Source: an optimization exercise on an open RTL-to-GDS flow (aim: a short achievable clock period and few clock cycles per item). Production flows keep margins and buffers that such runs may drop.
Only simulation tests tie the RTL to the original design; equivalence was not proved.

File: run.sh
#!/bin/bash
# synth_recipe.tcl (not shown) runs the flow's synth.tcl, then flattens the netlist and writes it again
# the make line also repeats each setting of config.mk as NAME=value (left out here)
make -C /OpenROAD-flow-scripts/flow DESIGN_CONFIG=/design/flow/config.mk WORK_HOME=/design/flow/orfs CLKGATE_MAP_FILE= SYNTH_SCRIPT=/design/flow/synth_recipe.tcl finish
File: config.mk
export PLATFORM = sky130hd
export DESIGN_NAME = mm_top
export DESIGN_NICKNAME = mm_top
export VERILOG_FILES = /design/flow/design.v
export SDC_FILE = /design/flow/constraint.sdc
export NUM_CORES = 4
export LEC_CHECK = 0
export ABC_CLOCK_PERIOD_IN_PS = 2500
export CAP_MARGIN = 20
export CORE_MARGIN = 2
export CORE_UTILIZATION = 40
export SETUP_SLACK_MARGIN = 5
export SLEW_MARGIN = 20
File: constraint.sdc
create_clock -name core_clock -period 10.5 [get_ports {clk_buf}]
set_input_delay 2.1000 -clock core_clock [delete_from_list [all_inputs] [get_ports {clk_buf}]]
set_output_delay 2.1000 -clock core_clock [all_outputs]
set_load 0.01 [all_outputs]
File: design.v
package mm_data_pkg;
    typedef logic signed [8-1:0] mm_elem_t;
    typedef logic signed [32-1:0] mm_acc_t;
    typedef logic [4*8-1:0] mm_row_t;
endpackage
package mm_cmd_pkg;
    typedef enum logic [1:0] {
        OP_NOP    = 2'd0,
        OP_LOAD_A = 2'd1,
        OP_LOAD_B = 2'd2,
        OP_START  = 2'd3
    } mm_opcode_e;
    typedef union packed {
        struct packed {
            logic [(4 * 8)-5:0] rsvd;
            logic [1:0]           row;
            mm_opcode_e           opcode;
        } ctrl;
        logic [(4 * 8)-1:0] elems;
    } mm_cmd_word_u;
endpackage
`timescale 1ns/1ns
module mm_pe (
    input  logic     clk_buf,
    input  mm_data_pkg::mm_elem_t a_in,
    input  mm_data_pkg::mm_elem_t b_in,
    output logic signed [15:0]    prod
);
    always_ff @(posedge clk_buf) begin
        prod <= a_in * b_in;
    end
endmodule
`timescale 1ns/1ns
module mm_systolic_array (
    input  logic                 clk_buf,
    input  logic                 sys_reset,
    input  logic                 op_v,
    input  mm_data_pkg::mm_row_t op_a,
    input  mm_data_pkg::mm_row_t op_b,
    output logic                 dot_v,
    output logic signed [17:0]   dot
);
    localparam int DIM = 4;
    localparam int EW  = 8;
    logic signed [15:0] p [DIM];
    logic signed [16:0] s0, s1;
    logic               v2, v3;
    genvar k;
    for (k = 0; k < DIM; k++) begin : g_mul
        mm_pe u_pe (
            .clk_buf (clk_buf),
            .a_in    (op_a[k*EW +: EW]),
            .b_in    (op_b[k*EW +: EW]),
            .prod    (p[k])
        );
    end
    always_ff @(posedge clk_buf) begin
        s0  <= 17'(p[0]) + 17'(p[1]);
        s1  <= 17'(p[2]) + 17'(p[3]);
        dot <= 18'(s0) + 18'(s1);
    end
    always_ff @(posedge clk_buf or posedge sys_reset) begin
        if (sys_reset) begin
            v2    <= 1'b0;
            v3    <= 1'b0;
            dot_v <= 1'b0;
        end else begin
            v2    <= op_v;
            v3    <= v2;
            dot_v <= v3;
        end
    end
endmodule
`timescale 1ns/1ns
module mm_operand_feeder (
    input  logic       clk_buf,
    input  logic       sys_reset,
    input  logic       run_start,
    input  logic [4*(4 * 8)-1:0] a_rows,
    input  logic [4*(4 * 8)-1:0] b_rows,
    input  logic       send,            
    output logic       room,
    output logic       active,          
    output logic       op_v,
    output mm_data_pkg::mm_row_t op_a,   
    output mm_data_pkg::mm_row_t op_b    
);
    localparam int DIM   = 4;
    localparam int W     = (4 * 8);
    localparam int EW    = 8;
    localparam int Q     = 6;
    localparam int QP_W  = $clog2(Q);
    localparam int QC_W  = $clog2(Q + 1);
    localparam int D     = 8;
    localparam int PD_W  = $clog2(D + 1);
    logic [DIM*W-1:0] qa [Q];
    logic [DIM*W-1:0] qb [Q];
    logic [QP_W-1:0]  wp, rp;
    logic [QC_W-1:0]  occ, occ_next;
    logic             occ_nz;
    logic [DIM*W-1:0] cur_a, cur_b;
    logic             cur_v, cur_v_next;
    logic [3:0]       n;
    logic             issue, last, load;
    logic [PD_W-1:0]  pend, pend_next;
    logic             can_issue;
    function automatic logic [QP_W-1:0] qinc(input logic [QP_W-1:0] p);
        qinc = (p == QP_W'(Q - 1)) ? '0 : p + 1'b1;
    endfunction
    assign issue      = cur_v && can_issue;
    assign last       = issue && (n == 4'd15);
    assign load       = occ_nz && (!cur_v || last);
    assign cur_v_next = load || (cur_v && !last);
    assign occ_next   = occ + QC_W'(run_start) - QC_W'(load);
    assign pend_next  = pend + PD_W'(issue) - PD_W'(send);
    always_ff @(posedge clk_buf) begin
        if (run_start) begin
            qa[wp] <= a_rows;
            qb[wp] <= b_rows;
        end
    end
    always_ff @(posedge clk_buf) begin
        if (load) begin
            cur_a <= qa[rp];
            cur_b <= qb[rp];
        end
    end
    always_ff @(posedge clk_buf or posedge sys_reset) begin
        if (sys_reset) begin
            wp        <= '0;
            rp        <= '0;
            occ       <= '0;
            occ_nz    <= 1'b0;
            room      <= 1'b1;
            cur_v     <= 1'b0;
            n         <= '0;
            pend      <= '0;
            can_issue <= 1'b1;
            active    <= 1'b0;
            op_v      <= 1'b0;
        end else begin
            if (run_start) wp <= qinc(wp);
            if (load)      rp <= qinc(rp);
            occ       <= occ_next;
            occ_nz    <= (occ_next != '0);
            room      <= (occ_next <= QC_W'(Q - 4));
            cur_v     <= cur_v_next;
            if (load)       n <= '0;
            else if (issue) n <= n + 1'b1;
            pend      <= pend_next;
            can_issue <= (pend_next < PD_W'(D));
            active    <= (occ_next != '0) || cur_v_next || (pend_next != '0);
            op_v      <= issue;
        end
    end
    always_ff @(posedge clk_buf) begin
        if (issue) begin
            op_a <= cur_a[n[3:2]*W +: W];
            for (int k = 0; k < DIM; k++) begin
                op_b[k*EW +: EW] <= cur_b[k*W + n[1:0]*EW +: EW];
            end
        end
    end
endmodule
`timescale 1ns/1ns
module mm_cmd_decode (
    input  logic         clk_buf,
    input  logic         sys_reset,
    input  logic         cmd_valid,
    input  logic [(4 * 8)-1:0] cmd_word,
    output logic         cmd_credit,
    input  logic         room,           
    output logic         run_start,      
    output logic         started,        
    output logic [4*(4 * 8)-1:0] a_rows,
    output logic [4*(4 * 8)-1:0] b_rows
);
    localparam int DIM = 4;
    localparam int W   = (4 * 8);
    logic         in_v;
    logic [W-1:0] in_w;
    logic [1:0]   owe_q;
    logic [1:0]   owe_now;
    logic         give;
    logic         expect_data;
    logic         sel_b;
    logic [1:0]   row;
    always_ff @(posedge clk_buf or posedge sys_reset) begin
        if (sys_reset) in_v <= 1'b0;
        else           in_v <= cmd_valid;
    end
    always_ff @(posedge clk_buf) begin
        in_w <= cmd_word;
    end
    assign owe_now = owe_q + {1'b0, in_v} - {1'b0, cmd_credit};
    assign give    = room && (cmd_valid || (owe_now != 2'd0));
    always_ff @(posedge clk_buf or posedge sys_reset) begin
        if (sys_reset) begin
            owe_q      <= '0;
            cmd_credit <= 1'b0;
        end else begin
            owe_q      <= owe_now;
            cmd_credit <= give;
        end
    end
    assign run_start = in_v && !expect_data && (in_w[1:0] == mm_cmd_pkg::OP_START);
    always_ff @(posedge clk_buf or posedge sys_reset) begin
        if (sys_reset) begin
            expect_data <= 1'b0;
            sel_b       <= 1'b0;
            row         <= '0;
            started     <= 1'b0;
            a_rows      <= '0;
            b_rows      <= '0;
        end else begin
            if (run_start) started <= 1'b1;
            if (in_v) begin
                if (expect_data) begin
                    expect_data <= 1'b0;
                    if (sel_b) b_rows[row*W +: W] <= in_w;
                    else       a_rows[row*W +: W] <= in_w;
                end else if (in_w[1:0] == mm_cmd_pkg::OP_LOAD_A ||
                             in_w[1:0] == mm_cmd_pkg::OP_LOAD_B) begin
                    expect_data <= 1'b1;
                    sel_b       <= (in_w[1:0] == mm_cmd_pkg::OP_LOAD_B);
                    row         <= in_w[3:2];
                end
            end
        end
    end
endmodule
`timescale 1ns/1ns
module mm_result_drain (
    input  logic                 clk_buf,
    input  logic                 sys_reset,
    input  logic                 dot_v,
    input  logic signed [17:0]   dot,
    output logic                 res_valid,
    output mm_data_pkg::mm_acc_t res_data,
    input  logic                 res_credit,
    output logic                 send
);
    localparam int D      = 8;
    localparam int P_W    = $clog2(D);
    localparam int C_W    = $clog2(D + 1);
    localparam int CRED_W = $clog2(4 + 1);
    logic signed [17:0] fifo [D];
    logic [P_W-1:0]     fwp, frp;
    logic [C_W-1:0]     fcnt, fcnt_next;
    logic               f_ne;
    logic               cr_q;
    logic [CRED_W-1:0]  credits, credits_next;
    logic               cred_nz;
    assign send         = f_ne && cred_nz;
    assign fcnt_next    = fcnt + C_W'(dot_v) - C_W'(send);
    assign credits_next = credits - CRED_W'(send) + CRED_W'(cr_q);
    always_ff @(posedge clk_buf) begin
        if (dot_v) fifo[fwp] <= dot;
        if (send)  res_data  <= mm_data_pkg::mm_acc_t'(fifo[frp]);
    end
    always_ff @(posedge clk_buf or posedge sys_reset) begin
        if (sys_reset) begin
            fwp       <= '0;
            frp       <= '0;
            fcnt      <= '0;
            f_ne      <= 1'b0;
            cr_q      <= 1'b0;
            credits   <= CRED_W'(4);
            cred_nz   <= 1'b1;
            res_valid <= 1'b0;
        end else begin
            if (dot_v) fwp <= fwp + 1'b1;
            if (send)  frp <= frp + 1'b1;
            fcnt      <= fcnt_next;
            f_ne      <= (fcnt_next != '0);
            cr_q      <= res_credit;
            credits   <= credits_next;
            cred_nz   <= (credits_next != '0);
            res_valid <= send;
        end
    end
endmodule
`timescale 1ns/1ns
module mm_top (
    input  logic         clk_buf,
    input  logic         sys_reset,
    input  logic         cmd_valid,
    input  logic [(4 * 8)-1:0] cmd_word,
    output logic         cmd_credit,
    output logic         res_valid,
    output mm_data_pkg::mm_acc_t      res_data,
    input  logic         res_credit,
    output logic         busy,
    output logic         done
);
    logic                            room;
    logic                            run_start;
    logic                            started;
    logic [4*(4 * 8)-1:0]    a_rows;
    logic [4*(4 * 8)-1:0]    b_rows;
    logic                            send;
    logic                            active;
    logic                            op_v;
    mm_data_pkg::mm_row_t            op_a;
    mm_data_pkg::mm_row_t            op_b;
    logic                            dot_v;
    logic signed [17:0]              dot;
    mm_cmd_decode u_cmd_decode (
        .clk_buf    (clk_buf),
        .sys_reset  (sys_reset),
        .cmd_valid  (cmd_valid),
        .cmd_word   (cmd_word),
        .cmd_credit (cmd_credit),
        .room       (room),
        .run_start  (run_start),
        .started    (started),
        .a_rows     (a_rows),
        .b_rows     (b_rows)
    );
    mm_operand_feeder u_feeder (
        .clk_buf   (clk_buf),
        .sys_reset (sys_reset),
        .run_start (run_start),
        .a_rows    (a_rows),
        .b_rows    (b_rows),
        .send      (send),
        .room      (room),
        .active    (active),
        .op_v      (op_v),
        .op_a      (op_a),
        .op_b      (op_b)
    );
    mm_systolic_array u_systolic (
        .clk_buf   (clk_buf),
        .sys_reset (sys_reset),
        .op_v      (op_v),
        .op_a      (op_a),
        .op_b      (op_b),
        .dot_v     (dot_v),
        .dot       (dot)
    );
    mm_result_drain u_drain (
        .clk_buf    (clk_buf),
        .sys_reset  (sys_reset),
        .dot_v      (dot_v),
        .dot        (dot),
        .res_valid  (res_valid),
        .res_data   (res_data),
        .res_credit (res_credit),
        .send       (send)
    );
    always_ff @(posedge clk_buf or posedge sys_reset) begin
        if (sys_reset) begin
            busy <= 1'b0;
            done <= 1'b0;
        end else begin
            busy <= active || run_start;
            done <= (started || run_start) && !(active || run_start);
        end
    end
endmodule
==> notes.md <==
| Item | This run | Unit |
|:---|:---|:---|
| Worst flop-to-flop path endpoint | u_systolic.g_mul[1].u_pe.prod[15]$_DFF_P_ | - |
| Slew HR | 0.2372 | - |
| Via count of the first global-routing pass | 50,590 | - |
| Cts-stage hold buffer count | 0 | - |
| Resize count post-CTS | 0 | - |
| Via count of the routed design | 49,530 | - |
| Count of port buffers added during placement | 71 | - |
| Critical path required time | 11,230 | ps |
| Number of flops mapped to enable cells by yosys | 2,018 | - |
| Total count of hold-check failures in the final report | 0 | - |
| Cell at the slowest stage of the critical path | fa_1 | - |
| Maximum capacitance violations | 0 | - |
| Number of vias per cell after detailed routing | 5.263 | - |
| Synthesis-stage register bit count | 2,476 | - |
| H-tree depth reported by CTS | 4 | - |
| Post-DP HPWL | 124,500 | microns |
| Hold WS | 347.0 | ps |
| Maximum achievable frequency | 223.2 | MHz |
| Number of buffers and inverters on the critical path | 4 | - |
| Fin crit share | 0.4267 | - |
| Worst min-delay path class | flip-flop to flip-flop | - |
| Fin crit period | 4480 | ps |
| Clock slew at reported path FFs | 60 | ps |
| Critical path class | flip-flop to flip-flop | - |
| Worst path cell trace | and2_1, fa_1, inv_1, fa_1, inv_1, fa_1, inv_1, fa_1, inv_1, ha_1, nand3_1, o2111ai_1, nand4_1, a21boi_1, o41a_1, xnor2_1 | - |
| Synthesized Nets | 6,188 | - |
| CTS tree | built | - |
| Dominant register cell in the synthesized netlist | edfxtp_1 | - |
| Die W | 506.7 | microns |
| Cell area after placement | 105,800 | sq um |
| Number of cells on the worst reg-to-reg path | 16 | - |
| Total iterations of the first detailed-routing run | 5 | - |
| HP Start | u_systolic.v2$_DFF_PP0_ | - |
| Count of final setup violators | 0 | - |
| Yosys warning total | 7 | - |
| Worst r2r src | u_feeder.op_a[13]$_DFFE_PP_ | - |
| Post-synthesis cell count | 5,737 | - |
| Ys async rst share | 0.1252 | - |
| DIE AREA | 256,700 | sq um |
| CTS Root Cell | clkbuf_16 | - |
| Fin Clk Skew | 81.99 | ps |
| Endpoint kind of the worst setup timing path | flip-flop | - |
| Initial drt markers | 4,175 | - |
| Flop-to-flop setup slack | 6020 | ps |
| Outcome | complete, no violations | - |
| Worst setup SP type | flip-flop | - |
| Residual DRC count | 0 | - |
| Initial core utilization | 0.4020 | - |
| Wire length per cell after detailed routing | 23.89 | microns |
| Fraction of the yosys area taken by sequential cells | 0.7057 | - |
| Row count | 184 | - |
| Congestion Overflow GR | 0 | - |
| Num CTS Buffers | 233 | - |
| Gate family responsible for the most delay along the worst path | adder cells | - |
| Standard cell core area | 251,400 | sq um |
| Crit-path max cell delay | 540 | ps |
| Cell area after technology mapping | 101,100 | sq um |
| Clock tree sinks | 2,476 | - |
| Global-route wire length before repair | 334,600 | microns |
| Routed Antenna Nets | 0 | - |
| Biggest fanout along the worst timing path | 8 | - |
| Fin area | 113,700 | sq um |
| Syn-to-layout area delta | 12.51 | % |
| Antenna violations before repair | 19 | - |
| Arrival time of the worst setup path | 5210 | ps |
| Max Transition Viols Final | 0 | - |
| Slew of the pin with the lowest slew margin | 1144 | ps |
| Die H | 506.7 | microns |
| Post-Synthesis Mean Instance Area | 17.62 | sq um |
| Post-layout nets | 6,301 | - |
| Worst-case clock buffer depth | 3 | - |
| Number of ports placed on the die boundary | 72 | - |
| Final weighted congestion of routability-driven global placement | 0.7637 | - |
| Detailed-route wire length | 224,800 | microns |
| Post-CTS Setup Inserts | 0 | - |
| Number of distinct standard cells referenced by the synthesized netlist | 66 | - |
| Global-route usage over all layers | 0.1749 | - |
| Fraction of layout instances using a drive strength above 1 | 0.1439 | - |
| Unrepaired setup endpoints after global routing | no | - |
| Fin Setup TNS | 0 | ps |
| Pin count of the biggest net entering global routing | 134 | - |
| Terminating pin of the worst hold path | u_systolic.v3$_DFF_PP0_ | - |
| Clock insertion delay at the later pin of the skew report | 880 | ps |
| Number of cells traversed by the worst hold path | 0 | - |
-- how the worst max path moves through the flow --
stage	startpoint	slack, ps	endpoint	depth (start not counted)
floorplan	u_cmd_decode.in_w[0]$_DFF_P_	1030	u_feeder.qa[0][0]$_DFFE_PP_	5
global placement	u_feeder.op_b[10]$_DFFE_PP_	6160	u_systolic.g_mul[1].u_pe.prod[15]$_DFF_P_	16
detailed placement	u_feeder.op_b[8]$_DFFE_PP_	6070	u_systolic.g_mul[1].u_pe.prod[15]$_DFF_P_	16
global route	u_feeder.op_a[7]$_DFFE_PP_	5660	u_systolic.g_mul[0].u_pe.prod[15]$_DFF_P_	16
finish	u_feeder.op_a[13]$_DFFE_PP_	6020	u_systolic.g_mul[1].u_pe.prod[15]$_DFF_P_	16
CTS	u_feeder.op_b[9]$_DFFE_PP_	6020	u_systolic.g_mul[1].u_pe.prod[15]$_DFF_P_	16
-- metrics by stage --
stage / std cells / utilization / setup WS (ps)
after global placement: 8962 / 0.4207 / 6158
after detailed placement: 8962 / 0.4207 / 6074
after global routing: 9409 / 0.4523 / 5662
after floorplan: 5737 / - / 1030
after CTS: 9407 / 0.4522 / 6022
final: 9410 / 0.4523 / 6020
-- worst register-to-register path, delay by kind of cell, from the launching register on --
family          cells  cell delay, ps
fa+ha+maj           5            2360
simple gates        3             470
flops               1             480
compound gates      3             730
buf+inv             4             200
xor+xnor            1             120
-- cells by family (layout without fill, tap and decap cells) --
family	after synthesis	after routing	synth area share
AO/OA/AOI/OAI	712	712	0.04793
buffers and inverters	649	972	0.02585
flip-flops	2476	2476	0.7057
other	0	2	0
AND/OR/NAND/NOR	725	725	0.03413
XOR/XNOR	121	121	0.01049
adder cells (fa/ha/maj)	415	415	0.06824
multiplexers	639	639	0.1077
-- cell usage in the layout, fill, tap and decap left out, types with 12 or more instances in the layout --
master,count
dfrtp_1,297
and2_1,173
fa_1,227
nand2b_1,17
nor3_1,14
edfxtp_1,2018
clkinvlp_4,12
dfxtp_1,146
clkbuf_1,58
inv_1,381
nor2b_1,38
nand3_1,21
xnor2_1,101
a21o_1,23
clkinv_2,42
clkbuf_16,235
mux2i_1,258
a22o_1,254
nand2_1,87
mux4_2,356
clkinv_1,23
o21ai_0,33
bufinv_16,19
buf_12,15
xor2_1,20
a21oi_1,312
mux2_2,25
ha_1,187
nor2_1,320
buf_4,56
clkdlybuf4s50_1,71
clkbuf_8,39
-- Yosys cell counts (all sizes together), types with 3 or more instances --
cell type	instances	area share
edfxtp	2018	0.60
inv	384	0.014
mux4	356	0.079
nor2	328	0.012
a21oi	312	0.015
dfrtp	306	0.076
mux2i	258	0.026
a22o	254	0.022
fa	227	0.045
ha	188	0.023
and2	174	0.011
buf	158	0.0076
dfxtp	148	0.029
clkbuf	107	0.0040
xnor2	101	0.0088
nand2	96	0.0036
o21ai	42	0.0021
nor2b	38	0.0024
mux2	25	0.0028
a21o	23	0.0017
nor3	22	0.0011
nand3	21	0.0010
xor2	20	0.0017
nand2b	17	0.0011
a211oi	11	0.00082
o21bai	11	0.00082
o21a	10	0.00074
or3	9	0.00056
a31oi	7	0.00043
o211ai	7	0.00052
o2111ai	6	0.00052
o41ai	6	0.00067
dfstp	4	0.0010
o31a	4	0.00035
o31ai	4	0.00035
a2111oi	3	0.00032
and3	3	0.00019
nand3b	3	0.00022
nand4	3	0.00019
o22ai	3	0.00032
-- state kept, by name, indices dropped and copies added, names as in the netlist, 4 cells and up --
register / cells
u_cmd_decode.in_w: 32
u_feeder.pend: 4
u_feeder.cur_a: 128
u_feeder.qa: 768
u_drain.res_data: 18
u_cmd_decode.a_rows: 128
u_drain.fcnt: 4
u_feeder.op_b: 32
u_systolic.s1: 17
u_systolic.s0: 17
u_feeder.op_a: 32
u_feeder.qb: 768
u_feeder.cur_b: 128
u_systolic.g_mul.u_pe.prod: 64
u_cmd_decode.b_rows: 128
u_systolic.dot: 18
u_drain.fifo: 144
u_feeder.n: 4
-- per-layer routing --
metal | track usage | vias to the layer above | share of wire
met2 | 0.2864 | 1240 | 0.48
met3 | 0.02750 | 264 | 0.057
met1 | 0.2475 | 26100 | 0.44
li1 | - | 21920 | -
met5 | 0 | - | 0.000058
met4 | 0.03818 | 2 | 0.018
-- layout make-up --
class                   instances  area, sq um
diodes                          2        5.005
clock buffers                 332         6635
clock inverters               113         1287
fillers                     21420       137700
inverters                     384         1448
multi-input cells            2612        27340
flip-flops and latches       2476        71350
well taps                    3348         4189
repair buffers                143         1459
Testbench counts, summed over its fixed seeds: cycles 5,297, products 320.

-- re-timing with driven ports --
The flow's constraints put no driver on any port. The routed layout listed below was extracted and timed again, unchanged, in two steps.
Step 1, drivers: a clkbuf_16 drives clk_buf and a buf_2 each remaining input, both assumed.
Step 2 times the ports against the registers' clock, not the clock port: input delays grow and output delays shrink by t, the midpoint of the rising clock arrivals with the driver on.
a / b / c = ideal ports / drivers / drivers and shift; a / b = the first two.
t (ns): 0.925
setup slack, ns: 6.020 / 6.020 / 6.020
worst setup path after step 2: register to register
cell pins on the clock port's net: 1
After both steps this run still meets setup and hold. The setup slack of this run moves by 0.000 ns with the drivers and by 0.000 ns with both steps.
